This is an optimization exercise on Yosys and OpenROAD, whose aim is small area, a short achievable clock period and few clock cycles per item, not a production implementation.
The RTL was checked by simulation tests, not by an equivalence proof against the original design.
Power and IR drop assume default switching activity.

$ cat design/flow/flow/run.sh
#!/bin/bash
set -euo pipefail
W=$PWD
MARGIN=${MARGIN:-6.3}

bash standard.sh synth > synth.log 2>&1

make -C "$FLOW_HOME" DESIGN_CONFIG="$FLOW_CONFIG" WORK_HOME="$W/orfs" CLKGATE_MAP_FILE= \
   SYNTH_SCRIPT="$W/synth_recipe.tcl" SETUP_SLACK_MARGIN=$MARGIN finish > layout.log 2>&1

R=$W/orfs/results/$FLOW_PLATFORM/paged_framebuffer_refresh_top/base
: # left out here: write the final layout as DEF
$ cat design/flow/standard.sh
#!/bin/bash
# synth_recipe.tcl (not shown) runs the flow's synth.tcl, then flattens the netlist and writes it again
# the make line also repeats each setting of config.mk as NAME=value (left out here)
make -C /OpenROAD-flow-scripts/flow DESIGN_CONFIG=/design/flow/config.mk WORK_HOME=/design/flow/orfs CLKGATE_MAP_FILE= SYNTH_SCRIPT=/design/flow/synth_recipe.tcl "${@:-finish}"
$ cat design/flow/design.v
package pfbr_pkg;
   localparam int PANEL_WIDTH  = 128;
   localparam int PANEL_HEIGHT = 64;
   localparam int PAGE_COUNT   = (PANEL_HEIGHT + 7) / 8;
   localparam int STORE_BYTES  = PANEL_WIDTH * PAGE_COUNT;
   localparam int STORE_AW     = $clog2(STORE_BYTES);
   localparam int COL_W        = $clog2(PANEL_WIDTH);
   localparam int PAGE_W       = (PAGE_COUNT > 1) ? $clog2(PAGE_COUNT) : 1;
   localparam int RING_LEN     = 8;
   localparam int RING_LW      = $clog2(RING_LEN);
   localparam int RING_COUNT   = STORE_BYTES / RING_LEN;
   localparam int RING_W       = $clog2(RING_COUNT);
   localparam int SB_DEPTH     = 13;
   localparam int SB_W         = $clog2(SB_DEPTH);
   localparam logic [7:0] OP_PAGE      = 8'hB0;
   localparam logic [7:0] OP_COL_UPPER = 8'h10;
   localparam logic [7:0] OP_COL_LOWER = 8'h00;
   typedef enum logic [1:0] {
      CMD_SET_PIXEL  = 2'd0,
      CMD_GET_PIXEL  = 2'd1,
      CMD_WRITE_BYTE = 2'd2,
      CMD_REFRESH    = 2'd3
   } cmd_type;
   typedef enum logic [1:0] {
      PHASE_PAGE  = 2'd0,
      PHASE_UPPER = 2'd1,
      PHASE_LOWER = 2'd2,
      PHASE_DATA  = 2'd3
   } phase_type;
endpackage
module pfbr_ram #(
   parameter int WIDTH = 8,
   parameter int RINGS = 128,
   parameter int LEN   = 8,
   parameter int GROUP = 8
) (
   input  logic                        clock,
   input  logic                        wr_en,
   input  logic                        wr_all,
   input  logic [$clog2(RINGS)-1:0]    wr_ring,
   input  logic [WIDTH-1:0]            wr_data,
   input  logic [$clog2(RINGS)-1:0]    rd_ring,
   input  logic [$clog2(LEN)-1:0]      rd_place,
   output logic [WIDTH-1:0]            rd_data
);
   localparam int GROUPS = RINGS / GROUP;
   logic [RINGS-1:0][LEN-1:0][WIDTH-1:0] place_ff;
   logic [GROUPS-1:0][WIDTH-1:0]         part_ff;
   logic [RINGS-1:0]                     wr_sel;
   logic [RINGS-1:0]                     rd_ring_sel;
   logic [LEN-1:0]                       rd_place_sel;
   always_comb begin
      for (int r = 0; r < RINGS; r++) begin
         wr_sel[r]      = wr_all || (wr_en && (wr_ring == $clog2(RINGS)'(r)));
         rd_ring_sel[r] = (rd_ring == $clog2(RINGS)'(r));
      end
      for (int k = 0; k < LEN; k++) rd_place_sel[k] = (rd_place == $clog2(LEN)'(k));
   end
   always_ff @(posedge clock) begin
      for (int r = 0; r < RINGS; r++) begin
         place_ff[r][0] <= wr_sel[r] ? wr_data
                                     : {place_ff[r][LEN-1][WIDTH-2:0], place_ff[r][LEN-1][WIDTH-1]};
         for (int k = 1; k < LEN; k++)
            place_ff[r][k] <= {place_ff[r][k-1][WIDTH-2:0], place_ff[r][k-1][WIDTH-1]};
      end
   end
   logic [RINGS-1:0][WIDTH-1:0]  ring_out;
   logic [GROUPS-1:0][WIDTH-1:0] part_in;
   always_comb begin
      for (int r = 0; r < RINGS; r++) begin
         ring_out[r] = '0;
         for (int k = 0; k < LEN; k++)
            ring_out[r] = ring_out[r] | (place_ff[r][k] & {WIDTH{rd_place_sel[k]}});
      end
      part_in = '0;
      for (int g = 0; g < GROUPS; g++)
         for (int i = 0; i < GROUP; i++)
            part_in[g] = part_in[g] | (ring_out[g*GROUP + i] & {WIDTH{rd_ring_sel[g*GROUP + i]}});
   end
   always_ff @(posedge clock) part_ff <= part_in;
   always_comb begin
      rd_data = '0;
      for (int g = 0; g < GROUPS; g++) rd_data = rd_data | part_ff[g];
   end
endmodule
module paged_framebuffer_refresh_top (
   input  logic        clock,
   input  logic        reset,
   input  logic        start,
   output logic        busy,
   input  logic [1:0]  req_command,
   input  logic [7:0]  req_x_coord,
   input  logic [7:0]  req_y_coord,
   input  logic        req_pixel_on,
   input  logic [9:0]  req_byte_index,
   input  logic [7:0]  req_byte_value,
   output logic        rsp_strobe,
   output logic        rsp_pixel_value,
   output logic        rsp_bus_valid,
   output logic        rsp_bus_is_data,
   output logic [7:0]  rsp_bus_byte,
   output logic        rsp_frame_done
);
   localparam int AW = pfbr_pkg::STORE_AW;
   localparam int LN = pfbr_pkg::RING_LEN;
   localparam int LW = pfbr_pkg::RING_LW;
   localparam int RW = pfbr_pkg::RING_W;
   localparam int SD = pfbr_pkg::SB_DEPTH;
   localparam int SW = pfbr_pkg::SB_W;
   logic          clear_ff;
   logic [LW:0]   clear_cnt_ff;
   logic [LW-1:0] phase_ff;           
   logic          busy_ff;
   assign busy = busy_ff;
   logic [SD-1:0] sb_valid;
   logic [RW-1:0] sb_ring [SD];
   logic [LW-1:0] sb_slot [SD];
   logic [7:0]    sb_byte [SD];
   logic          rt_valid;
   logic [SW-1:0] rt_entry;
   logic [RW-1:0] rt_ring;
   logic [7:0]    rt_byte;
   logic       a_valid;
   logic [1:0] a_cmd;
   logic [7:0] a_x, a_y;
   logic       a_on;
   logic [9:0] a_idx;
   logic [7:0] a_val;
   always_ff @(posedge clock) begin
      if (reset) a_valid <= 1'b0;
      else       a_valid <= start && !busy_ff;
      a_cmd <= req_command;
      a_x   <= req_x_coord;
      a_y   <= req_y_coord;
      a_on  <= req_pixel_on;
      a_idx <= req_byte_index;
      a_val <= req_byte_value;
   end
   logic [pfbr_pkg::PAGE_W-1:0] page_ff;
   pfbr_pkg::phase_type         rphase_ff;
   logic [pfbr_pkg::COL_W-1:0]  column_ff;
   logic a_refresh, a_in_range;
   logic [AW-1:0] a_addr;
   logic [RW-1:0] a_ring;
   logic [LW-1:0] a_slot;
   logic          a_we;
   logic [7:0]    a_cbyte;       
   logic          a_is_data, a_frame_done;
   assign a_refresh  = (a_cmd == pfbr_pkg::CMD_REFRESH);
   assign a_in_range = !a_x[7] && (a_y[7:6] == 2'b00);
   always_comb begin
      case (a_cmd)
         pfbr_pkg::CMD_SET_PIXEL, pfbr_pkg::CMD_GET_PIXEL: a_addr = {a_y[5:3], a_x[6:0]};
         pfbr_pkg::CMD_WRITE_BYTE:                         a_addr = a_idx;
         default:                                          a_addr = {page_ff, column_ff};
      endcase
   end
   assign a_ring = a_addr[AW-1:LW];
   assign a_slot = a_addr[LW-1:0] ^ a_addr[AW-1:AW-LW];
   assign a_we = a_valid && (((a_cmd == pfbr_pkg::CMD_SET_PIXEL) && a_in_range)
                             || (a_cmd == pfbr_pkg::CMD_WRITE_BYTE));
   always_comb begin
      case (rphase_ff)
         pfbr_pkg::PHASE_PAGE:  a_cbyte = pfbr_pkg::OP_PAGE | {5'h0, page_ff};
         pfbr_pkg::PHASE_UPPER: a_cbyte = pfbr_pkg::OP_COL_UPPER;
         default:               a_cbyte = pfbr_pkg::OP_COL_LOWER;
      endcase
   end
   assign a_is_data    = (rphase_ff == pfbr_pkg::PHASE_DATA);
   assign a_frame_done = a_is_data && (column_ff == '0) && (page_ff == '1);
   always_ff @(posedge clock) begin
      if (reset) begin
         page_ff   <= '0;
         rphase_ff <= pfbr_pkg::PHASE_PAGE;
         column_ff <= pfbr_pkg::COL_W'(pfbr_pkg::PANEL_WIDTH - 1);
      end else if (a_valid && a_refresh) begin
         unique case (rphase_ff)
            pfbr_pkg::PHASE_PAGE:  rphase_ff <= pfbr_pkg::PHASE_UPPER;
            pfbr_pkg::PHASE_UPPER: rphase_ff <= pfbr_pkg::PHASE_LOWER;
            pfbr_pkg::PHASE_LOWER: rphase_ff <= pfbr_pkg::PHASE_DATA;
            default: begin
               column_ff <= column_ff - 1'b1;
               if (column_ff == '0) begin
                  rphase_ff <= pfbr_pkg::PHASE_PAGE;
                  page_ff   <= page_ff + 1'b1;
               end
            end
         endcase
      end
   end
   logic          b1_valid, b1_we;
   logic [1:0]    b1_cmd;
   logic [RW-1:0] b1_ring;
   logic [LW-1:0] b1_slot;
   logic [LW-1:0] b1_place;
   logic [2:0]    b1_bit;
   logic          b1_on, b1_in_range;
   logic [7:0]    b1_val;           
   logic          b1_is_data, b1_frame_done;
   always_ff @(posedge clock) begin
      if (reset) begin
         b1_valid <= 1'b0;
         b1_we    <= 1'b0;
      end else begin
         b1_valid <= a_valid;
         b1_we    <= a_we;
      end
      b1_cmd        <= a_cmd;
      b1_ring       <= a_ring;
      b1_slot       <= a_slot;
      b1_place      <= phase_ff - a_slot;
      b1_bit        <= a_y[2:0];
      b1_on         <= a_on;
      b1_in_range   <= a_in_range;
      b1_val        <= a_refresh ? a_cbyte : a_val;
      b1_is_data    <= a_is_data;
      b1_frame_done <= a_frame_done;
   end
   logic [7:0] ram_rd_data;        
   pfbr_ram #(
      .WIDTH (8),
      .RINGS (pfbr_pkg::RING_COUNT),
      .LEN   (LN)
   ) u_frame_store (
      .clock     (clock),
      .wr_en     (rt_valid),
      .wr_all    (clear_ff),
      .wr_ring   (rt_ring),
      .wr_data   (clear_ff ? 8'h00 : rt_byte),
      .rd_ring   (b1_ring),
      .rd_place  (b1_place),
      .rd_data   (ram_rd_data)
   );
   logic          c_valid, c_we;
   logic [1:0]    c_cmd;
   logic [RW-1:0] c_ring;
   logic [LW-1:0] c_slot;
   logic [2:0]    c_bit;
   logic          c_on, c_in_range;
   logic [7:0]    c_val;
   logic          c_is_data, c_frame_done;
   logic [7:0]    c_rdata;
   logic          c_hit;           
   logic [SW-1:0] c_entry;
   logic [7:0]    c_wdata;
   logic [SW-1:0] c_wentry;        
   logic [7:0]    c_mask;
   logic          b1_cmatch;
   logic          b1_sbhit;
   logic [SW-1:0] b1_sbentry;
   assign b1_cmatch = c_we && (c_ring == b1_ring) && (c_slot == b1_slot);
   always_comb begin
      b1_sbhit   = 1'b0;
      b1_sbentry = '0;
      for (int e = 0; e < SD; e++) begin
         if (sb_valid[e] && (sb_ring[e] == b1_ring) && (sb_slot[e] == b1_slot)) begin
            b1_sbhit   = 1'b1;
            b1_sbentry = SW'(e);
         end
      end
   end
   logic          b2_valid, b2_we;
   logic [1:0]    b2_cmd;
   logic [RW-1:0] b2_ring;
   logic [LW-1:0] b2_slot;
   logic [LW-1:0] b2_place;
   logic [2:0]    b2_bit;
   logic          b2_on, b2_in_range;
   logic [7:0]    b2_val;
   logic          b2_is_data, b2_frame_done;
   logic          b2_fwd;          
   logic [7:0]    b2_fwd_byte;
   logic          b2_hit;          
   logic [SW-1:0] b2_entry;
   always_ff @(posedge clock) begin
      if (reset) begin
         b2_valid <= 1'b0;
         b2_we    <= 1'b0;
      end else begin
         b2_valid <= b1_valid;
         b2_we    <= b1_we;
      end
      b2_cmd        <= b1_cmd;
      b2_ring       <= b1_ring;
      b2_slot       <= b1_slot;
      b2_place      <= b1_place;
      b2_bit        <= b1_bit;
      b2_on         <= b1_on;
      b2_in_range   <= b1_in_range;
      b2_val        <= b1_val;
      b2_is_data    <= b1_is_data;
      b2_frame_done <= b1_frame_done;
      b2_fwd        <= b1_cmatch || b1_sbhit;
      b2_fwd_byte   <= b1_cmatch ? c_wdata : sb_byte[b1_sbentry];
      b2_hit        <= b1_cmatch || (b1_sbhit && !(rt_valid && (rt_entry == b1_sbentry)));
      b2_entry      <= b1_cmatch ? c_wentry : b1_sbentry;
   end
   logic          b2_cmatch;
   logic [7:0]    b2_rdata;
   assign b2_cmatch = c_we && (c_ring == b2_ring) && (c_slot == b2_slot);
   always_comb begin
      if (b2_cmatch)   b2_rdata = c_wdata;
      else if (b2_fwd) b2_rdata = b2_fwd_byte;
      else             b2_rdata = {ram_rd_data, ram_rd_data} >> b2_place;
   end
   always_ff @(posedge clock) begin
      if (reset) begin
         c_valid <= 1'b0;
         c_we    <= 1'b0;
      end else begin
         c_valid <= b2_valid;
         c_we    <= b2_we;
      end
      c_cmd        <= b2_cmd;
      c_ring       <= b2_ring;
      c_slot       <= b2_slot;
      c_bit        <= b2_bit;
      c_on         <= b2_on;
      c_in_range   <= b2_in_range;
      c_val        <= b2_val;
      c_is_data    <= b2_is_data;
      c_frame_done <= b2_frame_done;
      c_rdata      <= b2_rdata;
      c_hit        <= b2_cmatch || b2_hit;
      c_entry      <= b2_cmatch ? c_wentry : b2_entry;
   end
   assign c_mask = 8'(1) << c_bit;
   always_comb begin
      if (c_cmd == pfbr_pkg::CMD_SET_PIXEL)
         c_wdata = c_on ? (c_rdata | c_mask) : (c_rdata & ~c_mask);
      else
         c_wdata = c_val;
   end
   always_comb begin
      c_wentry = c_entry;
      if (!c_hit) begin
         c_wentry = '0;
         for (int e = SD - 1; e >= 0; e--) begin
            if (!sb_valid[e]) c_wentry = SW'(e);
         end
      end
   end
   logic          rt_next_valid;
   logic [SW-1:0] rt_next_entry;
   logic [LW-1:0] phase_next;
   assign phase_next = phase_ff + 1'b1;
   always_comb begin
      rt_next_valid = 1'b0;
      rt_next_entry = '0;
      for (int e = SD - 1; e >= 0; e--) begin
         if (sb_valid[e] && (sb_slot[e] == phase_next)) begin
            rt_next_valid = 1'b1;
            rt_next_entry = SW'(e);
         end
      end
   end
   logic [SW:0]   sb_used_ff;
   logic          sb_take, sb_free;
   logic [SW+1:0] sb_need;
   assign sb_take = c_we && !sb_valid[c_wentry];
   assign sb_free = rt_valid && !(c_we && (c_wentry == rt_entry));
   assign sb_need = (SW+2)'(sb_used_ff)
                  + (SW+2)'(c_we) + (SW+2)'(b2_we) + (SW+2)'(b1_we) + (SW+2)'(a_we)
                  + (SW+2)'(!busy_ff);
   always_ff @(posedge clock) begin
      if (reset) sb_used_ff <= '0;
      else       sb_used_ff <= sb_used_ff + (SW+1)'(sb_take) - (SW+1)'(sb_free);
   end
   always_ff @(posedge clock) begin
      if (reset) begin
         sb_valid <= '0;
         rt_valid <= 1'b0;
      end else begin
         for (int e = 0; e < SD; e++) begin
            if (c_we && (c_wentry == SW'(e)))
               sb_valid[e] <= 1'b1;
            else if (rt_valid && (rt_entry == SW'(e)))
               sb_valid[e] <= 1'b0;
         end
         rt_valid <= rt_next_valid;
      end
      rt_entry <= rt_next_entry;
      rt_ring  <= sb_ring[rt_next_entry];
      rt_byte  <= (c_we && (c_wentry == rt_next_entry)) ? c_wdata : sb_byte[rt_next_entry];
      for (int e = 0; e < SD; e++) begin
         if (c_we && (c_wentry == SW'(e))) begin
            sb_ring[e] <= c_ring;
            sb_slot[e] <= c_slot;
            sb_byte[e] <= c_wdata;
         end
      end
   end
   always_ff @(posedge clock) begin
      if (reset) begin
         phase_ff     <= '0;
         clear_ff     <= 1'b1;
         clear_cnt_ff <= '0;
         busy_ff      <= 1'b1;
      end else begin
         phase_ff <= phase_ff + 1'b1;
         if (clear_ff) begin
            clear_cnt_ff <= clear_cnt_ff + 1'b1;
            if (clear_cnt_ff == (LW+1)'(LN)) clear_ff <= 1'b0;
         end
         busy_ff <= (clear_ff && (clear_cnt_ff != (LW+1)'(LN)))
                 || (sb_need >= (SW+2)'(SD));
      end
   end
   logic       rsp_strobe_ff;
   logic       pixel_value_ff;
   logic       bus_valid_ff;
   logic       bus_is_data_ff;
   logic [7:0] bus_byte_ff;
   logic       frame_done_ff;
   always_ff @(posedge clock) begin
      if (reset) rsp_strobe_ff <= 1'b0;
      else       rsp_strobe_ff <= c_valid;
   end
   always_ff @(posedge clock) begin
      pixel_value_ff <= (c_cmd == pfbr_pkg::CMD_GET_PIXEL) && c_in_range && c_rdata[c_bit];
      bus_valid_ff   <= (c_cmd == pfbr_pkg::CMD_REFRESH);
      bus_is_data_ff <= (c_cmd == pfbr_pkg::CMD_REFRESH) && c_is_data;
      if (c_cmd != pfbr_pkg::CMD_REFRESH) bus_byte_ff <= 8'h00;
      else if (c_is_data)                 bus_byte_ff <= c_rdata;
      else                                bus_byte_ff <= c_val;
      frame_done_ff  <= (c_cmd == pfbr_pkg::CMD_REFRESH) && c_frame_done;
   end
   assign rsp_strobe      = rsp_strobe_ff;
   assign rsp_pixel_value = pixel_value_ff;
   assign rsp_bus_valid   = bus_valid_ff;
   assign rsp_bus_is_data = bus_is_data_ff;
   assign rsp_bus_byte    = bus_byte_ff;
   assign rsp_frame_done  = frame_done_ff;
endmodule
$ cat design/flow/config.mk
export PLATFORM = sky130hd
export DESIGN_NAME = paged_framebuffer_refresh_top
export DESIGN_NICKNAME = paged_framebuffer_refresh_top
export VERILOG_FILES = /design/flow/design.v
export SDC_FILE = /design/flow/constraint.sdc
export NUM_CORES = 8
export LEC_CHECK = 0
export CAP_MARGIN = 20
export CORE_MARGIN = 2
export CORE_UTILIZATION = 65
export CTS_CLUSTER_DIAMETER = 100
export CTS_CLUSTER_SIZE = 24
export SETUP_SLACK_MARGIN = 5
export SLEW_MARGIN = 20
export SYNTH_MEMORY_MAX_BITS = 16384
$ cat design/flow/constraint.sdc
create_clock -name core_clock -period 10.0 [get_ports {clock}]
set_input_delay 2.0000 -clock core_clock [delete_from_list [all_inputs] [get_ports {clock}]]
set_output_delay 2.0000 -clock core_clock [all_outputs]
set_load 0.01 [all_outputs]
==> results of run 1 <==
==> Yosys cell counts (310+ instances only) <==
| library cell | instances |
|---|---|
| dfxtp_1 | 8550 |
| a22oi_1 | 2514 |
| nand2_1 | 1336 |
| a21oi_1 | 1234 |
| clkbuf_1 | 1178 |
| a221oi_1 | 821 |
| a22o_1 | 818 |
| a31oi_1 | 738 |
| o21ai_0 | 633 |
| nand3_1 | 467 |
| nor2_1 | 379 |
| nand4_1 | 310 |
==> placed cells by master, fill, tap and decap left out, types with 14 or more instances in the layout <==
master	Yosys	final
dfxtp_1	8550	8517
a22oi_1	2514	2514
nand2_1	1336	1322
a21oi_1	1234	1234
a221oi_1	821	820
a22o_1	818	818
a31oi_1	738	735
o21ai_0	633	631
nand3_1	467	465
clkbuf_16	0	411
nor2_1	379	365
nand4_1	310	310
edfxtp_1	234	234
buf_4	12	228
mux2i_1	182	182
xnor2_1	169	169
nor4_1	119	102
inv_1	71	68
buf_12	1	53
clkdlybuf4s50_1	0	38
a2111oi_0	39	33
diode_2	0	32
buf_6	23	31
xor2_1	29	29
nor3_1	45	27
ha_1	22	21
nor2b_1	26	20
nor3_2	1	19
dfxtp_2	0	19
nand2b_1	20	18
and2_1	19	18
o22ai_1	17	17
a211oi_1	16	16
clkbuf_1	1178	16
dfxtp_4	0	14
==> worst max path at each step <==
stage	cells after the start	slack, ps	endpoint
final	8	6150	u_frame_store.part_ff[5]
after global routing	20	6090	sb_used_ff[4]
after CTS	8	6240	u_frame_store.part_ff[2]
after detailed placement	11	5320	rt_ring[4]
after global placement	12	5370	rt_ring[4]
after floorplan	22	6380	sb_used_ff[4]
==> cell type report <==
| type | count | area [µm²] |
|---|---|---|
| fillers | 27800 | 116000 |
| multi-input cells | 10200 | 66900 |
| inverters | 71 | 267 |
| diodes | 32 | 80.1 |
| clock inverters | 24 | 407 |
| flip-flops and latches | 8784 | 178000 |
| well taps | 5038 | 6300 |
| repair buffers | 374 | 3830 |
| clock buffers | 426 | 10300 |
==> where the power goes <==
part	leakage (nW)	switching, mW	internal, mW
Combinational	13.9	6.10	0.869
Clock	5.26	10.6	7.42
Sequential	71.0	0.412	35.2
Total	90.1	17.1	43.5
==> logic make-up (layout without fill, tap and decap cells) <==
kind of cell / count (synthesis) / after routing
multiplexers: 194 / 194
AND/OR/NAND/NOR: 2828 / 2830
XOR/XNOR: 214 / 214
buffers and inverters: 1522 / 895
adder cells (fa/ha/maj): 27 / 27
other: 0 / 32
AO/OA/AOI/OAI: 6947 / 6947
flip-flops: 8784 / 8784
==> sequential cells by signal (all words and copies together) (netlist names), 10 cells and up <==
name                    flops
sb_valid                   13
u_frame_store.place_ff   8192
sb_ring                    91
a_idx                      10
sb_slot                    39
sb_byte                   104
u_frame_store.part_ff     128
==> critical path, stage by stage, from the launching register on <==
cell and delay, ps:
dfxtp_2 470, and3_4 400, buf_12 260, buf_16 530
a22o_1 280, a221oi_1 230, nand3_1 170, a2111oi_0 870
nand3_1 160
==> layer usage <==
layer  up-vias  GRT usage, %
met5         -             0
met4        36          18.2
met3      1853          8.51
met2     10200          58.0
met1     86400          54.6
li1      74300             -
==> repair_timing <==
item | in CTS | in global routing
endpoints found under the setup margin | 203 | 277
setup buffers | 10 | 11
endpoints found under the hold margin | 0 | 0
gates resized for setup | 53 | 65
cloned | 1 | 3
pin swaps | 4 | 8
==> per-stage QoR <==
stage	std cells	hold WS [ps]	setup WS, ps	power [mW]
after floorplan	20500	310	6380	39.5
after global placement	24500	310	5370	43.0
after detailed placement	24500	312	5320	43.0
after CTS	24900	315	6240	60.3
after global routing	24900	322	6090	61.8
final	25000	308	6150	60.6
==> summary.md, run 1 <==
| Metric | Value |
|---|---|
| Fmax | 259 MHz |
| CTS H-tree lvls | 5 |
| Synth Flop Type | dfxtp_1 |
| Met3 WL | 84500 µm |
| Fin Setup TNS | 0 ps |
| Clock sinks | 8784 |
| Max IR drop VDD | 233 µV |
| DR iter-0 viols | 23200 |
| Total grt overflow | 0 |
| Reg2reg start | b1_place[0] |
| DR DRC count | 0 |
| Vias per cell | 6.93 |
| Antenna violations before repair | 43 |
| Worst min-delay path startpoint | b2_val[0] |
| Net Count, Synth | 20600 |
| Input/output buffers | 53 |
| Hold WC Path Type | flop to flop |
| Post-synthesis xor/xnor area fraction | 0.813% |
| Cell Area, Placed | 255000 µm² |
| WHS Path Cells | 0 |
| FF-to-FF setup slack | 6150 ps |
| Die height | 625 µm |
| CP required | 10850 ps |
| Hold buffer count at CTS | 0 |
| Routed wl met2 | 346000 µm |
| Power per cell area | 228 nW/µm² |
| Syn Area/Cell | 12.2 µm² |
| Longest Clk Path Bufs | 4 |
| Post-detail-place hpwl | 490000 µm |
| Area Growth Syn to Fin | 6.38% |
| R2R depth | 8 |
| Worst Hold End | c_val[0] |
| Largest family of logic cells by synthesized area | compound AO/OA/AOI/OAI gates |
| Synth top area cells | dfxtp_1, a22oi_1, a221oi_1 |
| Period Utilization, post-route | 38.5% |
| Post-Synth Adder-Cell Area | 0.150% |
| Die area | 390000 µm² |
| MaxCap Viol Count | 0 |
| Core footprint | 383000 µm² |
| CTS buffer count | 404 |
| Async SR Flop Fraction | 0% |
| Initial Utilization | 65.4% |
| Largest net degree at the start of global routing | 180 |
| Critical Path Start Type | flop |
| Reg-to-Reg End | u_frame_store.part_ff[5] |
| Tightest Pin Transition | 1350 ps |
| First-pass GRT wire length | 1140000 µm |
| DRT Pass-1 Iters | 7 |
| Worst skew pair latency | 1030 ps |
| Clk root buf | clkbuf_16 |
| RSZ-0062 raised after global routing | yes |
| Cell taking the most area after synthesis | dfxtp_1 |
| Layout cells sized above 1 | 4.87% |
| Total number of vias | 173000 |
| Routability cong. | 0.957 |
| Post-synth EDFFs | 234 |
| Antenna-violating nets left | 0 |
| Fin util | 69.6% |
| Die Wd | 625 µm |
| Max Slew Vio Count | 0 |
| Maximum fanout along the worst path | 115 |
| Status | finished clean |
| Critical Path AT | 4700 ps |
| Fin. Hold Viols | 0 |
| Cells after Synth | 20500 |
| Final Skew | 54.3 ps |
| Multiplexer area fraction after synthesis | 0.790% |
| Vias in the first global route | 165000 |
| Leak Pwr | 90.1 nW |
| Compound-cell area share of the yosys netlist | 19.5% |
| Register area share after synthesis | 71.2% |
| Final Setup Violations | 0 |
| Post-route minimum period | 3850 ps |
| Simple-Gate Fraction of Synth Area | 5.18% |
| Worst Setup SP | b1_place[0] |
| # rows | 227 |
| CTS tree | done |
| Routed wire per std cell | 31.8 µm |
| Area share of the largest cell type after synthesis | 68.4% |
| Highest routed layer | met5 |
| Slew HR | 9.73% |
| Gr usage total | 39.0% |
| Number of top-level pins | 54 |
| Critical path class | flop to flop |
| Ys Warns | 5 |
| Flops & latches, synth | 8784 |
| Nets | 19900 |
| Clk slew on worst S/H paths | 100 ps |
| WL met1 | 322000 µm |
| Critical path capture point type | flop |
| Final wirelength | 793000 µm |
| Netlist cell types | 104 |
| Final Instance Area | 266000 µm² |
| Synthesized area | 250000 µm² |
Testbench counts, summed over its fixed seeds: cycles 42,098, items 41,952.
==> run 2: changes to the inputs <==
--- a/design/flow/config.mk
+++ b/design/flow/config.mk
@@ -8,5 +8,5 @@
 export CAP_MARGIN = 20
 export CORE_MARGIN = 2
-export CORE_UTILIZATION = 65
+export CORE_UTILIZATION = 50
 export CTS_CLUSTER_DIAMETER = 100
 export CTS_CLUSTER_SIZE = 24
==> summary.md, run 2 <==
| Metric | Value |
|---|---|
| Status | finished clean |
| Post-synth EDFFs | 234 (unchanged) |
| Fin Setup TNS | 0 ps (unchanged) |
| Final Setup Violations | 0 (unchanged) |
| CP required | 10930 ps (+80 ps) |
| Final Skew | 72.3 ps (+18.0 ps) |
| Core footprint | 498000 µm² (+30%) |
| Area Growth Syn to Fin | 7.50% |
| Critical Path Start Type | flop |
| Critical path class | flop to flop |
| Register area share after synthesis | 71.2% (unchanged) |
| Hold WC Path Type | flop to flop |
| Post-route minimum period | 3750 ps (-108 ps) |
| Tightest Pin Transition | 1240 ps (-110 ps) |
| Clk root buf | clkbuf_16 |
| Routed wire per std cell | 31.1 µm (-2.3%) |
| Regs by FF count | u_frame_store.place_ff x8192, u_frame_store.part_ff x128, sb_byte x104 |
| Cell taking the most area after synthesis | dfxtp_1 |
| Vias in the first global route | 165000 (-0.33%) |
| CTS buffer count | 405 (+0.25%) |
| Worst Hold End | u_frame_store.place_ff[1355] |
| Routability cong. | 0.941 (-1.6%) |
| Antenna violations before repair | 41 (-4.7%) |
| CTS tree | done |
| Flops & latches, synth | 8784 (unchanged) |
| Input/output buffers | 53 (unchanged) |
| Max IR drop VDD | 178 µV (-24%) |
| Critical Path AT | 4680 ps (-20 ps) |
| Netlist cell types | 104 (unchanged) |
| Leak Pwr | 90.5 nW (+0.44%) |
| Slew HR | 17.1% (+7.3 points) |
| # rows | 259 (+14%) |
| MaxCap Viol Count | 0 (unchanged) |
| Power per cell area | 227 nW/µm² (-0.16%) |
| Fmax | 267 MHz (+2.9%) |
| Ys Warns | 5 (unchanged) |
| Commonest non-fill, non-tap cells in the layout | dfxtp_1, a22oi_1, nand2_1, a21oi_1, a221oi_1 |
| Largest register FFs | 8192 (unchanged) |
| DRT Pass-1 Iters | 7 (unchanged) |
| Critical path capture point type | flop |
| Most common cell after layout, fill and taps aside | dfxtp_1 |
| Placed cells | 26100 (+6.8%) |
| Antenna-violating nets left | 0 (unchanged) |
| Total grt overflow | 0 (unchanged) |
| Die area | 506000 µm² (+30%) |
| Clock sinks | 8784 (unchanged) |
| DR DRC count | 0 (unchanged) |
| Reg2reg start | b1_place[2] |
| Clk slew on worst S/H paths | 100 ps (about the same) |
| Worst min-delay path startpoint | u_frame_store.place_ff[1346] |
| Die Wd | 712 µm (+14%) |
| Vias per cell | 6.43 (-7.2%) |
| Syn Area/Cell | 12.2 µm² (unchanged) |
| Largest net degree at the start of global routing | 144 (-20%) |
| Synth top area cells | dfxtp_1, a22oi_1, a221oi_1 |
| RSZ-0062 raised after global routing | yes |
| Max Slew Vio Count | 0 (unchanged) |
| WHS Path Cells | 0 (unchanged) |
| Synthesized area | 250000 µm² (unchanged) |
| Synth Flop Type | dfxtp_1 |
| Post-detail-place hpwl | 515000 µm (+5.2%) |
| Die height | 712 µm (+14%) |
| Critical Path Max Stage Delay | 650 ps (-220 ps) |
| R2R depth | 9 (+1) |
| Async SR Flop Fraction | 0% (unchanged) |
| Worst skew pair latency | 1070 ps (+40 ps) |
| Critical path, cell by cell | nor3_4, buf_4, buf_4, buf_12, a22o_1, a221oi_1, nand3_1, a2111oi_0, nand3_1 |
| Non-filler cells, final | 26600 (+6.7%) |
| Synth cell count leaders | dfxtp_1, a22oi_1, nand2_1 |
| Buffers and inverters on the worst path | 3 (+1) |
| Area share of the largest cell type after synthesis | 68.4% (unchanged) |
| Final wirelength | 827000 µm (+4.3%) |
| Maximum fanout along the worst path | 115 (unchanged) |
| Critical-path top delay cell | dfxtp_4 |
| CTS H-tree lvls | 5 (unchanged) |
| Fillers | 42200 (+52%) |
| Total number of vias | 171000 (-0.97%) |
| Fin. Hold Viols | 0 (unchanged) |
| DR iter-0 viols | 21700 (-6.8%) |
| Gr usage total | 31.2% (-7.8 points) |
| Nets | 20000 (+0.37%) |
| Initial Utilization | 50.3% (-15 points) |
| Cell family with most CP delay | compound AO/OA/AOI/OAI gates |
| Reg-to-Reg End | u_frame_store.part_ff[8] |
| Layout cells sized above 1 | 5.34% (+0.47 points) |
| Number of top-level pins | 54 (unchanged) |
| Longest Clk Path Bufs | 4 (unchanged) |
| Cell with the most instances after synthesis | dfxtp_1 |
| Cells after Synth | 20500 (unchanged) |
| Biggest register | u_frame_store.place_ff |
| First-pass GRT wire length | 1180000 µm (+3.7%) |
| Period Utilization, post-route | 37.5% (-1.1 points) |
| FF-to-FF setup slack | 6250 ps (+110 ps) |
| Net Count, Synth | 20600 (unchanged) |
| Hold buffer count at CTS | 0 (unchanged) |
[run 2: cell type report]
class / count / area, µm² / share of cell area, %
diodes: 23 / 57.6 / 0.0214
repair buffers: 445 / 4510 / 1.68
flip-flops and latches: 8784 / 178000 / 66.2
well taps: 6655 / 8330 / 3.09
multi-input cells: 10200 / 67000 / 24.9
clock inverters: 26 / 463 / 0.172
inverters: 71 / 267 / 0.0990
clock buffers: 426 / 10300 / 3.83
[run 2: layer usage]
| metal | track usage, % | share of wire, % | up-vias |
|---|---|---|---|
| met2 | 47.5 | 44 | 8794 |
| met1 | 43.9 | 42 | 86700 |
| met4 | 12.3 | 4.4 | 12 |
| met5 | 0 | 0.010 | - |
| met3 | 5.84 | 9.3 | 1349 |
| li1 | - | - | 74400 |
[run 2: where the power goes]
group / switching, mW / internal [mW] / leakage [nW]
combinational: 6.31 / 0.955 / 14.2
clock: 10.8 / 7.45 / 5.29
sequential: 0.441 / 35.2 / 71.0
[run 2: worst max-delay path by stage]
stage,startpoint,to,depth (start not counted)
final,b1_place[2],u_frame_store.part_ff[8],9
after global routing,sb_valid[0],sb_used_ff[4],16
after CTS,phase_ff[0],rt_ring[4],11
after detailed placement,phase_ff[0],rt_ring[4],11
after global placement,phase_ff[0],rt_ring[0],10
after floorplan,sb_valid[10],sb_used_ff[4],22
[run 2: worst reg2reg max path: stages, from the launching register on]
cell and delay (ps):
dfxtp_4 650, nor3_4 140, buf_4 160, buf_4 340, buf_12 360, a22o_1 770
a221oi_1 280, nand3_1 220, a2111oi_0 590, nand3_1 140
[run 2: cell families (layout without fill, tap and decap cells)]
logic type                 after synthesis  count (layout)  synth area share [%]
muxes                                  194             194                 0.790
adders and majority gates               27              27                 0.150
xor gates and xnor gates               214             214                 0.813
buffers and inverters                 1522             968                  2.39
and+or+nand+nor                       2828            2832                  5.18
other                                    0              23                     0
AOI/OAI and AO/OA                     6947            6947                  19.5
DFF                                   8784            8784                  71.2
[run 2: repair_timing]
item                       CTS  global route
pin swaps                   10             6
buffers inserted            25            12
setup endpoints to repair  221            89
gates cloned                 6             0
gates resized for setup    115            59
[run 2: stage by stage]
step | util (%) | setup WS, ps | area (µm²) | hold WS [ps] | power, mW
floorplan | - | 6380 | 250000 | 310 | 39.5
global placement | 51.6 | 4930 | 257000 | 310 | 43.3
detailed placement | 51.7 | 4810 | 257000 | 312 | 43.3
CTS | 54.0 | 6220 | 269000 | 285 | 61.0
global route | 54.0 | 6080 | 269000 | 297 | 62.6
finish | 54.0 | 6250 | 269000 | 295 | 61.2
==> run 3: changes to the inputs <==
--- a/design/flow/design.v
+++ b/design/flow/design.v
@@ -7,9 +7,9 @@
    localparam int COL_W        = $clog2(PANEL_WIDTH);
    localparam int PAGE_W       = (PAGE_COUNT > 1) ? $clog2(PAGE_COUNT) : 1;
-   localparam int RING_LEN     = 8;
+   localparam int RING_LEN     = 16;
    localparam int RING_LW      = $clog2(RING_LEN);
    localparam int RING_COUNT   = STORE_BYTES / RING_LEN;
    localparam int RING_W       = $clog2(RING_COUNT);
-   localparam int SB_DEPTH     = 13;
+   localparam int SB_DEPTH     = 16;
    localparam int SB_W         = $clog2(SB_DEPTH);
    localparam logic [7:0] OP_PAGE      = 8'hB0;
@@ -111,4 +111,5 @@
    logic [LW:0]   clear_cnt_ff;
    logic [LW-1:0] phase_ff;           
+   logic [LW-1:0] phase_next;         
    logic          busy_ff;
    assign busy = busy_ff;
@@ -127,14 +128,11 @@
    logic [9:0] a_idx;
    logic [7:0] a_val;
-   always_ff @(posedge clock) begin
-      if (reset) a_valid <= 1'b0;
-      else       a_valid <= start && !busy_ff;
-      a_cmd <= req_command;
-      a_x   <= req_x_coord;
-      a_y   <= req_y_coord;
-      a_on  <= req_pixel_on;
-      a_idx <= req_byte_index;
-      a_val <= req_byte_value;
-   end
+   assign a_valid = start && !busy_ff;
+   assign a_cmd   = req_command;
+   assign a_x     = req_x_coord;
+   assign a_y     = req_y_coord;
+   assign a_on    = req_pixel_on;
+   assign a_idx   = req_byte_index;
+   assign a_val   = req_byte_value;
    logic [pfbr_pkg::PAGE_W-1:0] page_ff;
    pfbr_pkg::phase_type         rphase_ff;
@@ -302,5 +300,5 @@
       if (b2_cmatch)   b2_rdata = c_wdata;
       else if (b2_fwd) b2_rdata = b2_fwd_byte;
-      else             b2_rdata = {ram_rd_data, ram_rd_data} >> b2_place;
+      else             b2_rdata = {ram_rd_data, ram_rd_data} >> b2_place[2:0];
    end
    always_ff @(posedge clock) begin
@@ -343,6 +341,4 @@
    logic          rt_next_valid;
    logic [SW-1:0] rt_next_entry;
-   logic [LW-1:0] phase_next;
-   assign phase_next = phase_ff + 1'b1;
    always_comb begin
       rt_next_valid = 1'b0;
@@ -361,6 +357,5 @@
    assign sb_free = rt_valid && !(c_we && (c_wentry == rt_entry));
    assign sb_need = (SW+2)'(sb_used_ff)
-                  + (SW+2)'(c_we) + (SW+2)'(b2_we) + (SW+2)'(b1_we) + (SW+2)'(a_we)
-                  + (SW+2)'(!busy_ff);
+                  + (SW+2)'(c_we) + (SW+2)'(b2_we) + (SW+2)'(b1_we) + (SW+2)'(!busy_ff);
    always_ff @(posedge clock) begin
       if (reset) sb_used_ff <= '0;
@@ -394,9 +389,11 @@
       if (reset) begin
          phase_ff     <= '0;
+         phase_next   <= LW'(1);
          clear_ff     <= 1'b1;
          clear_cnt_ff <= '0;
          busy_ff      <= 1'b1;
       end else begin
-         phase_ff <= phase_ff + 1'b1;
+         phase_ff   <= phase_next;
+         phase_next <= phase_next + 1'b1;
          if (clear_ff) begin
             clear_cnt_ff <= clear_cnt_ff + 1'b1;
==> summary.md, run 3 <==
| Metric | Value |
|---|---|
| Netlist cell types | 88 (-15%) |
| Post-detail-place hpwl | 512000 µm (-0.70%) |
| Register area share after synthesis | 73.4% (+2.3 points) |
| Core footprint | 482000 µm² (-3.1%) |
| Commonest non-fill, non-tap cells in the layout | dfxtp_1, a22oi_1, a221oi_1, a22o_1, nand3_1 |
| Area Growth Syn to Fin | 8.06% |
| Reg2reg start | b1_place[2] |
| Pre-CTS setup slack | 5130 ps (+323 ps) |
| CTS buffer count | 404 (-0.25%) |
| Sw Share | 25.3% (-3.4 points) |
| Clock sinks | 8745 (-0.44%) |
| Power per cell area | 220 nW/µm² (-3.0%) |
| CTS H-tree lvls | 5 (unchanged) |
| Maximum fanout along the worst path | 82 (-29%) |
| DR iter-0 viols | 21400 (-1.4%) |
| MaxCap Viol Count | 0 (unchanged) |
| Total number of vias | 160000 (-6.7%) |
| Synth top area cells | dfxtp_1, a22oi_1, a221oi_1 |
| Most common cell after layout, fill and taps aside | dfxtp_1 |
| Switching pwr | 14.6 mW (-17%) |
| Worst Setup SP | b1_place[2] |
| # rows | 255 (-1.5%) |
| Fin. Hold Viols | 0 (unchanged) |
| Area share of the largest cell type after synthesis | 69.9% (+1.5 points) |
| Leak Pwr | 91.7 nW (+1.3%) |
| GR Util met2 | 49.1% (+1.7 points) |
| Clock network power share | 31.4% (+1.6 points) |
| Cell taking the most area after synthesis | dfxtp_1 |
| Die height | 700 µm (-1.6%) |
| Number of top-level pins | 54 (unchanged) |
| Post-synth EDFFs | 288 (+23%) |
| Fin worst setup slack | 6220 ps (-36.0 ps) |
| Async SR Flop Fraction | 0% (unchanged) |
| Vias per cell | 6.49 (+1.1%) |
| Post-route minimum period | 3780 ps (+36.0 ps) |
| FF-to-FF setup slack | 6220 ps (-40 ps) |
| Layout cells sized above 1 | 5.77% (+0.42 points) |
| Critical Path Start Type | flop |
| Max IR drop VDD | 172 µV (-3.6%) |
| Hold buffer count at CTS | 0 (unchanged) |
| Fin Setup TNS | 0 ps (unchanged) |
| Internal | 43.1 mW (-1.2%) |
| Vias in the first global route | 156000 (-5.1%) |
| Clk root buf | clkbuf_16 |
| Synth Flop Type | dfxtp_1 |
| Worst min-delay path startpoint | u_frame_store.place_ff[1287] |
| Routability cong. | 0.922 (-2.1%) |
| Final wirelength | 829000 µm (+0.16%) |
| Regs by FF count | u_frame_store.place_ff x8192, sb_byte x128, sb_ring x96 |
| Synth cell count leaders | dfxtp_1, a22oi_1, a221oi_1 |
| Slew HR | 13.7% (-3.4 points) |
| Tightest Pin Transition | 1280 ps (+39.1 ps) |
| Final Setup Violations | 0 (unchanged) |
| Input/output buffers | 53 (unchanged) |
| Antenna-violating nets left | 0 (unchanged) |
| Critical path capture point type | flop |
| Ys Warns | 5 (unchanged) |
| Nets | 18200 (-9.1%) |
| Busiest grt layer | met2 |
| Synthesized area | 242000 µm² (-3.2%) |
| Period Utilization, post-route | 37.8% (+0.36 points) |
| Pwr Total | 57.7 mW (-5.6%) |
| Register share of total power | 61.0% (+2.7 points) |
| Hold WC Path Type | flop to flop |
| Met1 Resource Use GR | 44.7% (+0.81 points) |
| Die Wd | 700 µm (-1.6%) |
| Clk slew on worst S/H paths | 100 ps (about the same) |
| Power share of the combinational group | 7.7% (-4.2 points) |
| First-pass GRT wire length | 1150000 µm (-2.6%) |
| R2R depth | 10 (+1) |
| CTS tree | done |
| Cells after Synth | 18500 (-9.8%) |
| Longest Clk Path Bufs | 4 (unchanged) |
| Final Skew | 47.2 ps (-25.1 ps) |
| Initial Utilization | 50.2% (about the same) |
| Worst skew pair latency | 1070 ps (about the same) |
| Hold WS | 310 ps (+15.2 ps) |
| Net Count, Synth | 18600 (-9.8%) |
| CP required | 10920 ps (about the same) |
| Largest net degree at the start of global routing | 115 (-20%) |
| Flops & latches, synth | 8745 (-0.44%) |
| Critical Path AT | 4700 ps (+20 ps) |
| Largest register FFs | 8192 (unchanged) |
| Worst Hold End | u_frame_store.place_ff[1288] |
| Status | finished clean |
| RSZ-0062 raised after global routing | yes |
| Biggest register | u_frame_store.place_ff |
| Antenna violations before repair | 29 (-29%) |
| Cell with the most instances after synthesis | dfxtp_1 |
| WHS Path Cells | 0 (unchanged) |
| GR Layer Usage met3 | 6.49% (+0.65 points) |
| Syn Area/Cell | 13.1 µm² (+7.3%) |
| DRT Pass-1 Iters | 8 (+1) |
| Reg-to-Reg End | u_frame_store.part_ff[51] |
| DR DRC count | 0 (unchanged) |
| Gr usage total | 32.1% (+0.89 points) |
| Critical path class | flop to flop |
| Total grt overflow | 0 (unchanged) |
| Routed wire per std cell | 33.7 µm (+8.5%) |
| Fmax | 264 MHz (-0.95%) |
| Die area | 490000 µm² (-3.2%) |
| Max Slew Vio Count | 0 (unchanged) |
run 3: per-stage QoR:
stage,util (%),std cells,instance area [µm²]
floorplan,-,18500,242000
global placement,51.7,24100,249000
detailed placement,51.7,24100,249000
CTS,54.1,24500,261000
global route,54.3,24600,262000
finish,54.3,24600,262000
run 3: power by group through the flow:
| stage | registers [mW] | clock network [mW] | logic (mW) |
|---|---|---|---|
| 3_5_place_dp | 36.0 | 0 | 4.01 |
| 3_3_place_gp | 36.0 | 0 | 4.02 |
| 5_1_grt | 35.2 | 19.4 | 4.39 |
| 2_1_floorplan | 35.9 | 0 | 1.95 |
| 6_report | 35.2 | 18.1 | 4.42 |
| 4_1_cts | 35.2 | 18.2 | 4.11 |
run 3: cell type report:
class	instances	area (µm²)
Timing Repair Buffer	440	4970
Clock inverter	28	432
Antenna cell	22	55.1
Sequential cell	8745	178000
Multi-Input combinational cell	8465	59800
Clock buffer	425	10300
Tap cell	6425	8040
Fill cell	40400	221000
Inverter	56	214
run 3: timing repair:
item	CTS	global route
pin swaps	14	9
setup endpoints to repair	105	66
cloned	2	12
buffers inserted	31	24
gates resized for setup	133	84
run 3: worst max path at each step:
stage / cells after the start / endpoint / slack (ps)
final: 10 / u_frame_store.part_ff[51] / 6220
after global routing: 21 / sb_used_ff[4] / 6080
after CTS: 12 / rt_ring[0] / 6300
after detailed placement: 11 / b1_place[3] / 5130
after global placement: 11 / b1_place[3] / 5000
after floorplan: 12 / b1_place[3] / 6290
run 3: cells by family (layout without fill, tap and decap cells):
| kind of cell | count (synthesis) | after routing | share of synthesized area (%) |
|---|---|---|---|
| muxes | 228 | 228 | 0.958 |
| other | 0 | 22 | 0 |
| AOI/OAI and AO/OA | 5193 | 5193 | 16.7 |
| adders and majority gates | 27 | 27 | 0.149 |
| xor gates and xnor gates | 275 | 275 | 0.994 |
| buffers and inverters | 1289 | 949 | 2.21 |
| DFF | 8745 | 8745 | 73.4 |
| and+or+nand+nor | 2742 | 2742 | 5.55 |
run 3: critical path, stage by stage, from the launching register on:
cell and delay [ps]:
dfxtp_4 500, nand2b_4 250, nor2_4 120, buf_12 240
buf_12 280, a22o_1 370, a221oi_1 210, and3_1 190
a31oi_1 150, or4_1 580, or4_1 430
run 3: layer usage:
| layer | vias up | wire length [µm] |
|---|---|---|
| met5 | - | 41 |
| met4 | 6 | 35800 |
| met3 | 1695 | 82800 |
| met2 | 9552 | 365000 |
| met1 | 80800 | 345000 |
| li1 | 67800 | - |
Testbench counts of run 3, summed over its fixed seeds: cycles 42,267, items 41,952.
==> run 4: changes to the inputs <==
--- a/design/flow/design.v
+++ b/design/flow/design.v
@@ -41,5 +41,5 @@
    input  logic [WIDTH-1:0]            wr_data,
    input  logic [$clog2(RINGS)-1:0]    rd_ring,
-   input  logic [$clog2(LEN)-1:0]      rd_place,
+   input  logic [LEN-1:0]              rd_place_sel,    
    output logic [WIDTH-1:0]            rd_data
 );
@@ -49,5 +49,4 @@
    logic [RINGS-1:0]                     wr_sel;
    logic [RINGS-1:0]                     rd_ring_sel;
-   logic [LEN-1:0]                       rd_place_sel;
    always_comb begin
       for (int r = 0; r < RINGS; r++) begin
@@ -55,5 +54,4 @@
          rd_ring_sel[r] = (rd_ring == $clog2(RINGS)'(r));
       end
-      for (int k = 0; k < LEN; k++) rd_place_sel[k] = (rd_place == $clog2(LEN)'(k));
    end
    always_ff @(posedge clock) begin
@@ -192,4 +190,5 @@
    logic [LW-1:0] b1_slot;
    logic [LW-1:0] b1_place;
+   logic [LN-1:0] b1_place_sel;     
    logic [2:0]    b1_bit;
    logic          b1_on, b1_in_range;
@@ -208,4 +207,5 @@
       b1_slot       <= a_slot;
       b1_place      <= phase_ff - a_slot;
+      for (int k = 0; k < LN; k++) b1_place_sel[k] <= ((phase_ff - a_slot) == LW'(k));
       b1_bit        <= a_y[2:0];
       b1_on         <= a_on;
@@ -227,5 +227,5 @@
       .wr_data   (clear_ff ? 8'h00 : rt_byte),
       .rd_ring   (b1_ring),
-      .rd_place  (b1_place),
+      .rd_place_sel (b1_place_sel),
       .rd_data   (ram_rd_data)
    );
--- a/design/flow/flow/run.sh
+++ b/design/flow/flow/run.sh
@@ -2,5 +2,5 @@
 set -euo pipefail
 W=$PWD
-MARGIN=${MARGIN:-6.3}
+MARGIN=${MARGIN:-6.5}
 
 bash standard.sh synth > synth.log 2>&1
==> summary.md, run 4 <==
| Metric | Value |
|---|---|
| Tightest Pin Transition | 1260 ps (-19.3 ps) |
| Fin Setup TNS | 0 ps (unchanged) |
| Longest Clk Path Bufs | 4 (unchanged) |
| Cell family with most CP delay | buffers and inverters |
| Final wirelength | 844000 µm (+1.9%) |
| Input/output buffers | 53 (unchanged) |
| Net Count, Synth | 18900 (+1.9%) |
| Period Utilization, post-route | 36.5% (-1.3 points) |
| Routability cong. | 0.977 (+6.0%) |
| WHS Path Cells | 0 (unchanged) |
| Sw Share | 25.2% (-0.11 points) |
| Most common cell after layout, fill and taps aside | dfxtp_1 |
| Area share of the largest cell type after synthesis | 69.8% (-0.084 points) |
| Critical-path top delay cell | nor4_1 |
| Power per cell area | 219 nW/µm² (-0.48%) |
| GR Layer Usage met3 | 6.81% (+0.32 points) |
| Buffers and inverters on the worst path | 3 (+1) |
| Maximum fanout along the worst path | 62 (-24%) |
| CP required | 10840 ps (-80 ps) |
| Post-synth EDFFs | 288 (unchanged) |
| Worst Hold End | u_frame_store.place_ff[3485] |
| Largest net degree at the start of global routing | 121 (+5.2%) |
| Power share of the combinational group | 7.3% (-0.4 points) |
| Number of top-level pins | 54 (unchanged) |
| Synthesized area | 243000 µm² (+0.30%) |
| Syn Area/Cell | 12.9 µm² (-1.6%) |
| Initial Utilization | 50.1% (-0.11 points) |
| Cells after Synth | 18900 (+1.9%) |
| Regs by FF count | u_frame_store.place_ff x8192, sb_byte x128, sb_ring x96 |
| Fin. Hold Viols | 0 (unchanged) |
| Layout cells sized above 1 | 6.43% (+0.67 points) |
| Pre-CTS setup slack | 4350 ps (-781 ps) |
| DR DRC count | 0 (unchanged) |
| RSZ-0062 raised after global routing | yes |
| Synth top area cells | dfxtp_1, a22oi_1, edfxtp_1 |
| Max IR drop VDD | 199 µV (+16%) |
| Clk slew on worst S/H paths | 90 ps (about the same) |
| # rows | 256 (+0.39%) |
| DR iter-0 viols | 21800 (+1.9%) |
| DRT Pass-1 Iters | 10 (+2) |
| Gr usage total | 32.8% (+0.73 points) |
| Cell Area, Placed | 250000 µm² (+0.40%) |
| Die area | 492000 µm² (+0.30%) |
| Critical path, cell by cell | buf_4, buf_4, buf_12, a22oi_1, and3_1, a31oi_1, nor4_1, o2111ai_1 |
| Pwr Total | 57.9 mW (+0.27%) |
| Nets | 18600 (+2.3%) |
| Fillers | 40600 (+0.63%) |
| Area Growth Syn to Fin | 8.54% |
| Die height | 701 µm (+0.15%) |
| Hold WC Path Type | flop to flop |
| Status | finished clean |
| Final Instance Area | 264000 µm² (+0.75%) |
| Internal | 43.3 mW (+0.42%) |
| Synth cell count leaders | dfxtp_1, a22oi_1, nand3_1 |
| Fmax | 274 MHz (+3.7%) |
| Critical path capture point type | flop |
| Max Slew Vio Count | 0 (unchanged) |
| Antenna violations before repair | 50 (+72%) |
| CTS tree | done |
| Netlist cell types | 96 (+9.1%) |
| Clk root buf | clkbuf_16 |
| Switching pwr | 14.6 mW (-0.17%) |
| Critical Path Start Type | flop |
| Fin worst setup slack | 6350 ps (+134 ps) |
| Clock network power share | 31.5% (about the same) |
| Reg2reg start | b1_place_sel[14] |
| Critical path class | flop to flop |
| Final Setup Violations | 0 (unchanged) |
| CTS buffer count | 405 (+0.25%) |
| Busiest grt layer | met2 |
| Register area share after synthesis | 73.3% (-0.094 points) |
| Cell with the most instances after synthesis | dfxtp_1 |
| Reg-to-Reg End | u_frame_store.part_ff[28] |
| Worst skew pair latency | 1090 ps (+20 ps) |
| Vias in the first global route | 160000 (+2.0%) |
| Flops & latches, synth | 8760 (+0.17%) |
| Critical Path AT | 4490 ps (-210 ps) |
| Die Wd | 701 µm (+0.15%) |
| Post-detail-place hpwl | 528000 µm (+3.1%) |
| FF-to-FF setup slack | 6350 ps (+130 ps) |
| Met1 Resource Use GR | 45.3% (+0.63 points) |
| Final Skew | 73.8 ps (+26.6 ps) |
| GR Util met2 | 50.2% (+1.1 points) |
| Core footprint | 485000 µm² (+0.52%) |
| Largest register FFs | 8192 (unchanged) |
| Clock sinks | 8760 (+0.17%) |
| Ys Warns | 5 (unchanged) |
| Async SR Flop Fraction | 0% (unchanged) |
| Cell taking the most area after synthesis | dfxtp_1 |
| Routed wire per std cell | 33.7 µm (about the same) |
| Commonest non-fill, non-tap cells in the layout | dfxtp_1, a22oi_1, nand3_1, a221oi_1, a22o_1 |
| Biggest register | u_frame_store.place_ff |
| Total grt overflow | 0 (unchanged) |
| Post-route minimum period | 3650 ps (-134 ps) |
| MaxCap Viol Count | 0 (unchanged) |
| CTS H-tree lvls | 5 (unchanged) |
| Slew HR | 15.0% (+1.4 points) |
| First-pass GRT wire length | 1170000 µm (+2.0%) |
| Leak Pwr | 93.5 nW (+2.0%) |
| Vias per cell | 6.47 (-0.43%) |
| R2R depth | 8 (-2) |
| Synth Flop Type | dfxtp_1 |
| Worst min-delay path startpoint | u_frame_store.place_ff[3476] |
| Register share of total power | 61.2% (+0.2 points) |
| Most frequent CP cell | buf_4 |
| Total number of vias | 162000 (+1.5%) |
| Antenna-violating nets left | 0 (unchanged) |
| Critical Path Max Stage Delay | 790 ps (+210 ps) |
-- run 4: cell count changes in the layout (fill, tap and decap cells not counted), sizes merged, moves of 21 or more --
cell | before | now
nor4 | 65 | 40
or3 | 7 | 28
nor2 | 534 | 711
nand3 | 730 | 942
a221oi | 1184 | 913
a22oi | 1785 | 2333
or4 | 36 | 62
a31oi | 269 | 144
and3 | 227 | 130
buf | 374 | 457
a22o | 1182 | 905
o22ai | 103 | 181
nand4 | 345 | 394
-- run 4: metal layers --
metal	part of all wire, %	vias up
met5	0.019	-
met4	4.4	24
met3	10	1846
met2	44	9734
met1	41	81700
li1	-	68800
-- run 4: worst max path at each step --
stage,cells after the start,slack [ps],to,from
2_1_floorplan,14,5920,b1_place_sel[11],req_command[0]
3_3_place_gp,13,4260,b1_place_sel[15],req_command[0]
3_5_place_dp,13,4350,b1_place_sel[9],req_command[0]
4_1_cts,1,6390,busy,busy_ff
5_1_grt,22,6340,sb_used_ff[4],sb_valid[15]
6_report,8,6350,u_frame_store.part_ff[28],b1_place_sel[14]
-- run 4: cells by family after synthesis --
group	synth area share, %
buf+inv	2.10
simple gates	6.19
mux	1.02
xor+xnor	1.01
compound gates	16.2
fa+ha+maj	0.143
flops	73.3
-- run 4: layout make-up --
| cell class | instances | area, µm² | share of cell area, % |
|---|---|---|---|
| timing repair buffer | 501 | 5370 | 2.04 |
| timing repair inverter | 1 | 6.26 | 0.00237 |
| antenna | 36 | 90.1 | 0.0342 |
| tap | 6450 | 8070 | 3.06 |
| clock inverter | 25 | 258 | 0.0977 |
| inverter | 64 | 258 | 0.0977 |
| sequential | 8760 | 178000 | 67.6 |
| clock buffer | 442 | 10600 | 4.00 |
| multi-input combinational | 8795 | 60800 | 23.0 |
-- run 4: worst reg2reg max path: stages (launching register included) --
cell	delay, ps
dfxtp_4	470
buf_4	360
buf_4	440
buf_12	360
a22oi_1	280
and3_1	180
a31oi_1	150
nor4_1	790
o2111ai_1	390
-- run 4: repair_timing --
action                     4_1_cts  5_1_grt
hold endpoints to repair         0        0
pin swaps                       31       48
gates cloned                     5        3
resized for setup              238      144
setup endpoints to repair      294       89
buffers inserted                57       58
hold buffers                     0        0
-- run 4: through the flow --
step | util [%] | hold WS, ps | cells
6_report | 54.4 | 304 | 25100
3_5_place_dp | 51.6 | 312 | 24400
3_3_place_gp | 51.6 | 312 | 24400
2_1_floorplan | - | 310 | 18900
5_1_grt | 54.4 | 320 | 25000
4_1_cts | 54.1 | 299 | 25000
-- run 4: power groups by stage --
| stage | Clock, mW | Sequential (mW) | Combinational (mW) |
|---|---|---|---|
| after floorplan | 0 | 36.0 | 1.90 |
| after global placement | 0 | 36.3 | 3.86 |
| after detailed placement | 0 | 36.3 | 3.85 |
| after CTS | 18.3 | 35.4 | 3.96 |
| after global routing | 19.5 | 35.4 | 4.18 |
| final | 18.2 | 35.4 | 4.22 |
Testbench counts of run 4, summed over its fixed seeds: cycles 42,267, items 41,952.
==> run 5: changes to the inputs <==
--- a/design/flow/design.v
+++ b/design/flow/design.v
@@ -33,5 +33,6 @@
    parameter int RINGS = 128,
    parameter int LEN   = 8,
-   parameter int GROUP = 8
+   parameter int GROUP = 8,
+   parameter int PARTS = 4
 ) (
    input  logic                        clock,
@@ -41,5 +42,5 @@
    input  logic [WIDTH-1:0]            wr_data,
    input  logic [$clog2(RINGS)-1:0]    rd_ring,
-   input  logic [LEN-1:0]              rd_place_sel,    
+   input  logic [PARTS-1:0][LEN-1:0]   rd_place_sel,    
    output logic [WIDTH-1:0]            rd_data
 );
@@ -69,5 +70,5 @@
          ring_out[r] = '0;
          for (int k = 0; k < LEN; k++)
-            ring_out[r] = ring_out[r] | (place_ff[r][k] & {WIDTH{rd_place_sel[k]}});
+            ring_out[r] = ring_out[r] | (place_ff[r][k] & {WIDTH{rd_place_sel[r / (RINGS / PARTS)][k]}});
       end
       part_in = '0;
@@ -165,4 +166,12 @@
    assign a_is_data    = (rphase_ff == pfbr_pkg::PHASE_DATA);
    assign a_frame_done = a_is_data && (column_ff == '0) && (page_ff == '1);
+   logic [7:0] a_val2;
+   always_comb begin
+      case (a_cmd)
+         pfbr_pkg::CMD_SET_PIXEL, pfbr_pkg::CMD_GET_PIXEL: a_val2 = {3'b000, a_in_range, a_on, a_y[2:0]};
+         pfbr_pkg::CMD_WRITE_BYTE:                         a_val2 = a_val;
+         default:                                          a_val2 = a_cbyte;
+      endcase
+   end
    always_ff @(posedge clock) begin
       if (reset) begin
@@ -190,7 +199,5 @@
    logic [LW-1:0] b1_slot;
    logic [LW-1:0] b1_place;
-   logic [LN-1:0] b1_place_sel;     
-   logic [2:0]    b1_bit;
-   logic          b1_on, b1_in_range;
+   logic [3:0][LN-1:0] b1_place_sel;  
    logic [7:0]    b1_val;           
    logic          b1_is_data, b1_frame_done;
@@ -207,9 +214,8 @@
       b1_slot       <= a_slot;
       b1_place      <= phase_ff - a_slot;
-      for (int k = 0; k < LN; k++) b1_place_sel[k] <= ((phase_ff - a_slot) == LW'(k));
-      b1_bit        <= a_y[2:0];
-      b1_on         <= a_on;
-      b1_in_range   <= a_in_range;
-      b1_val        <= a_refresh ? a_cbyte : a_val;
+      for (int p = 0; p < 4; p++)
+         for (int k = 0; k < LN; k++)
+            b1_place_sel[p][k] <= (a_ring[RW-1:RW-2] == 2'(p)) && ((phase_ff - a_slot) == LW'(k));
+      b1_val        <= a_val2;
       b1_is_data    <= a_is_data;
       b1_frame_done <= a_frame_done;
@@ -219,5 +225,7 @@
       .WIDTH (8),
       .RINGS (pfbr_pkg::RING_COUNT),
-      .LEN   (LN)
+      .LEN   (LN),
+      .GROUP (8),
+      .PARTS (4)
    ) u_frame_store (
       .clock     (clock),
@@ -234,6 +242,4 @@
    logic [RW-1:0] c_ring;
    logic [LW-1:0] c_slot;
-   logic [2:0]    c_bit;
-   logic          c_on, c_in_range;
    logic [7:0]    c_val;
    logic          c_is_data, c_frame_done;
@@ -262,7 +268,5 @@
    logic [RW-1:0] b2_ring;
    logic [LW-1:0] b2_slot;
-   logic [LW-1:0] b2_place;
-   logic [2:0]    b2_bit;
-   logic          b2_on, b2_in_range;
+   logic [2:0]    b2_place;        
    logic [7:0]    b2_val;
    logic          b2_is_data, b2_frame_done;
@@ -282,8 +286,5 @@
       b2_ring       <= b1_ring;
       b2_slot       <= b1_slot;
-      b2_place      <= b1_place;
-      b2_bit        <= b1_bit;
-      b2_on         <= b1_on;
-      b2_in_range   <= b1_in_range;
+      b2_place      <= b1_place[2:0];
       b2_val        <= b1_val;
       b2_is_data    <= b1_is_data;
@@ -300,5 +301,5 @@
       if (b2_cmatch)   b2_rdata = c_wdata;
       else if (b2_fwd) b2_rdata = b2_fwd_byte;
-      else             b2_rdata = {ram_rd_data, ram_rd_data} >> b2_place[2:0];
+      else             b2_rdata = {ram_rd_data, ram_rd_data} >> b2_place;
    end
    always_ff @(posedge clock) begin
@@ -313,7 +314,4 @@
       c_ring       <= b2_ring;
       c_slot       <= b2_slot;
-      c_bit        <= b2_bit;
-      c_on         <= b2_on;
-      c_in_range   <= b2_in_range;
       c_val        <= b2_val;
       c_is_data    <= b2_is_data;
@@ -323,8 +321,8 @@
       c_entry      <= b2_cmatch ? c_wentry : b2_entry;
    end
-   assign c_mask = 8'(1) << c_bit;
+   assign c_mask = 8'(1) << c_val[2:0];
    always_comb begin
       if (c_cmd == pfbr_pkg::CMD_SET_PIXEL)
-         c_wdata = c_on ? (c_rdata | c_mask) : (c_rdata & ~c_mask);
+         c_wdata = c_val[3] ? (c_rdata | c_mask) : (c_rdata & ~c_mask);
       else
          c_wdata = c_val;
@@ -415,5 +413,5 @@
    end
    always_ff @(posedge clock) begin
-      pixel_value_ff <= (c_cmd == pfbr_pkg::CMD_GET_PIXEL) && c_in_range && c_rdata[c_bit];
+      pixel_value_ff <= (c_cmd == pfbr_pkg::CMD_GET_PIXEL) && c_val[4] && c_rdata[c_val[2:0]];
       bus_valid_ff   <= (c_cmd == pfbr_pkg::CMD_REFRESH);
       bus_is_data_ff <= (c_cmd == pfbr_pkg::CMD_REFRESH) && c_is_data;
==> summary.md, run 5 <==
| Metric | Value |
|---|---|
| Critical Path Max Stage Delay | 900 ps (+110 ps) |
| Cells after Synth | 18800 (-0.19%) |
| Synth top area cells | dfxtp_1, a22oi_1, edfxtp_1 |
| Power per cell area | 209 nW/µm² (-4.5%) |
| Largest net degree at the start of global routing | 116 (-4.1%) |
| Final Skew | 52.7 ps (-21.0 ps) |
| Final Setup Violations | 0 (unchanged) |
| Total grt overflow | 0 (unchanged) |
| Routability cong. | 0.941 (-3.7%) |
| Layout cells sized above 1 | 6.84% (+0.41 points) |
| Die area | 493000 µm² (+0.28%) |
| Post-detail-place hpwl | 529000 µm (+0.25%) |
| Core footprint | 486000 µm² (+0.20%) |
| Number of top-level pins | 54 (unchanged) |
| Worst skew pair latency | 1080 ps (about the same) |
| Slew HR | 12.3% (-2.8 points) |
| Critical-path top delay cell | nor2_4 |
| Register area share after synthesis | 73.4% (about the same) |
| Pre-CTS setup slack | 4080 ps (-272 ps) |
| CP required | 10980 ps (+140 ps) |
| Most common cell after layout, fill and taps aside | dfxtp_1 |
| Fmax | 276 MHz (+0.78%) |
| Critical Path Start Type | flop |
| Net Count, Synth | 18900 (-0.19%) |
| RSZ-0062 raised after global routing | yes |
| Commonest non-fill, non-tap cells in the layout | dfxtp_1, a22oi_1, a22o_1, a221oi_1, nand3_1 |
| Critical path capture point type | flop |
| Period Utilization, post-route | 36.2% (-0.28 points) |
| Biggest register | u_frame_store.place_ff |
| Pwr Total | 55.4 mW (-4.3%) |
| Gr usage total | 32.5% (-0.26 points) |
| DRT Pass-1 Iters | 8 (-2) |
| Antenna violations before repair | 50 (unchanged) |
| CTS tree | done |
| Synth Flop Type | dfxtp_1 |
| Hold WC Path Type | flop to flop |
| Die Wd | 702 µm (+0.14%) |
| Largest register FFs | 8192 (unchanged) |
| Area share of the largest cell type after synthesis | 69.9% (+0.072 points) |
| Cell taking the most area after synthesis | dfxtp_1 |
| Synth cell count leaders | dfxtp_1, a22oi_1, a22o_1 |
| Tightest Pin Transition | 1310 ps (+49.1 ps) |
| Nets | 18500 (-0.26%) |
| Post-route minimum period | 3620 ps (-28.3 ps) |
| Status | finished clean |
| Max IR drop VDD | 157 µV (-21%) |
| Fin. Hold Viols | 0 (unchanged) |
| Flops & latches, synth | 8793 (+0.38%) |
| Vias in the first global route | 158000 (-0.95%) |
run 5: what timing repair did:
item                       CTS  global route
setup endpoints to repair  225           172
buffers inserted            63            42
resized for setup          255           131
pin swaps                   48            54
cloned                       7             4
run 5: area by class of cell:
cell class                 instances  area, µm²  share of cell area, %
tap                             6450       8070                   3.05
clock buffer                     443      10500                   3.98
antenna                           15       37.5                 0.0142
sequential                      8793     179000                   67.8
clock inverter                    22        379                  0.143
inverter                          60        245                 0.0927
timing repair buffer             475       4810                   1.82
multi-input combinational       8744      61200                   23.1
run 5: path summary, 6_finish.rpt:
path,start,to,slack (ps),depth (start not counted)
hold / removal,u_frame_store.place_ff[5153],u_frame_store.place_ff[5162],330,0
hold reg to reg,u_frame_store.place_ff[5153],u_frame_store.place_ff[5162],330,0
setup reg to reg,b1_ring[1],u_frame_store.part_ff[26],6380,7
setup / recovery,b1_ring[1],u_frame_store.part_ff[26],6380,7
run 5: per-layer routing:
metal / part of all wire [%] / vias to the layer above / global-route usage (%)
li1: - / 68700 / -
met1: 42 / 80900 / 44.8
met2: 44 / 8793 / 50.3
met3: 9.3 / 1731 / 6.61
met4: 4.4 / 34 / 13.0
met5: 0.045 / - / 0
run 5: per-stage QoR:
| step | cells | cell area, µm² | utilization (%) | hold slack, ps |
|---|---|---|---|---|
| 2_1_floorplan | 18800 | 244000 | - | 310 |
| 3_3_place_gp | 24400 | 251000 | 51.6 | 312 |
| 3_5_place_dp | 24400 | 251000 | 51.7 | 312 |
| 4_1_cts | 24900 | 263000 | 54.2 | 323 |
| 5_1_grt | 25000 | 264000 | 54.4 | 333 |
| 6_report | 25000 | 265000 | 54.4 | 325 |
run 5: kinds of logic (layout without fill, tap and decap cells):
| logic type | count (synthesis) | count (layout) | share of synthesized area [%] |
|---|---|---|---|
| xor gates and xnor gates | 276 | 276 | 0.995 |
| DFF | 8793 | 8793 | 73.4 |
| and+or+nand+nor | 3043 | 3044 | 6.06 |
| AOI/OAI and AO/OA | 5140 | 5140 | 16.2 |
| muxes | 257 | 257 | 1.10 |
| adders and majority gates | 27 | 27 | 0.148 |
| other | 0 | 15 | 0 |
| buffers and inverters | 1278 | 1000 | 2.06 |
run 5: power by group:
part / leakage (nW) / total (mW) / internal (mW) / switching [mW]
Clock: 5.33 / 18.3 / 7.57 / 10.7
Sequential: 71.2 / 35.5 / 35.3 / 0.275
Combinational: 16.9 / 1.56 / 0.357 / 1.20
Testbench counts of run 5, summed over its fixed seeds: cycles 42,267, items 41,952.

## separate check: timing with driven ports
No port has a modelled driver above. Below, the same layouts with a new extraction and two added sets of constraints. Step 1 assumes that a clkbuf_16 drives the clock port and a buf_2 every other input. Step 2 times the ports against the registers' clock, not the clock port: input delays grow and output delays shrink by t, the midpoint of the rising clock arrivals with the driver on. Three values: ideal ports, drivers, drivers and shift; two values: the first two.
run | t, ns | setup slack, ns
run 1 | 1.114 | 6.146 / 6.146 / 6.146
run 2 | 1.162 | 6.254 / 6.242 / 6.254
run 3 | 1.165 | 6.218 / 6.218 / 5.443
run 4 | 1.175 | 6.351 / 6.333 / 5.574
run 5 | 1.183 | 6.380 / 6.291 / 5.431
After both steps every run listed still meets setup and hold.
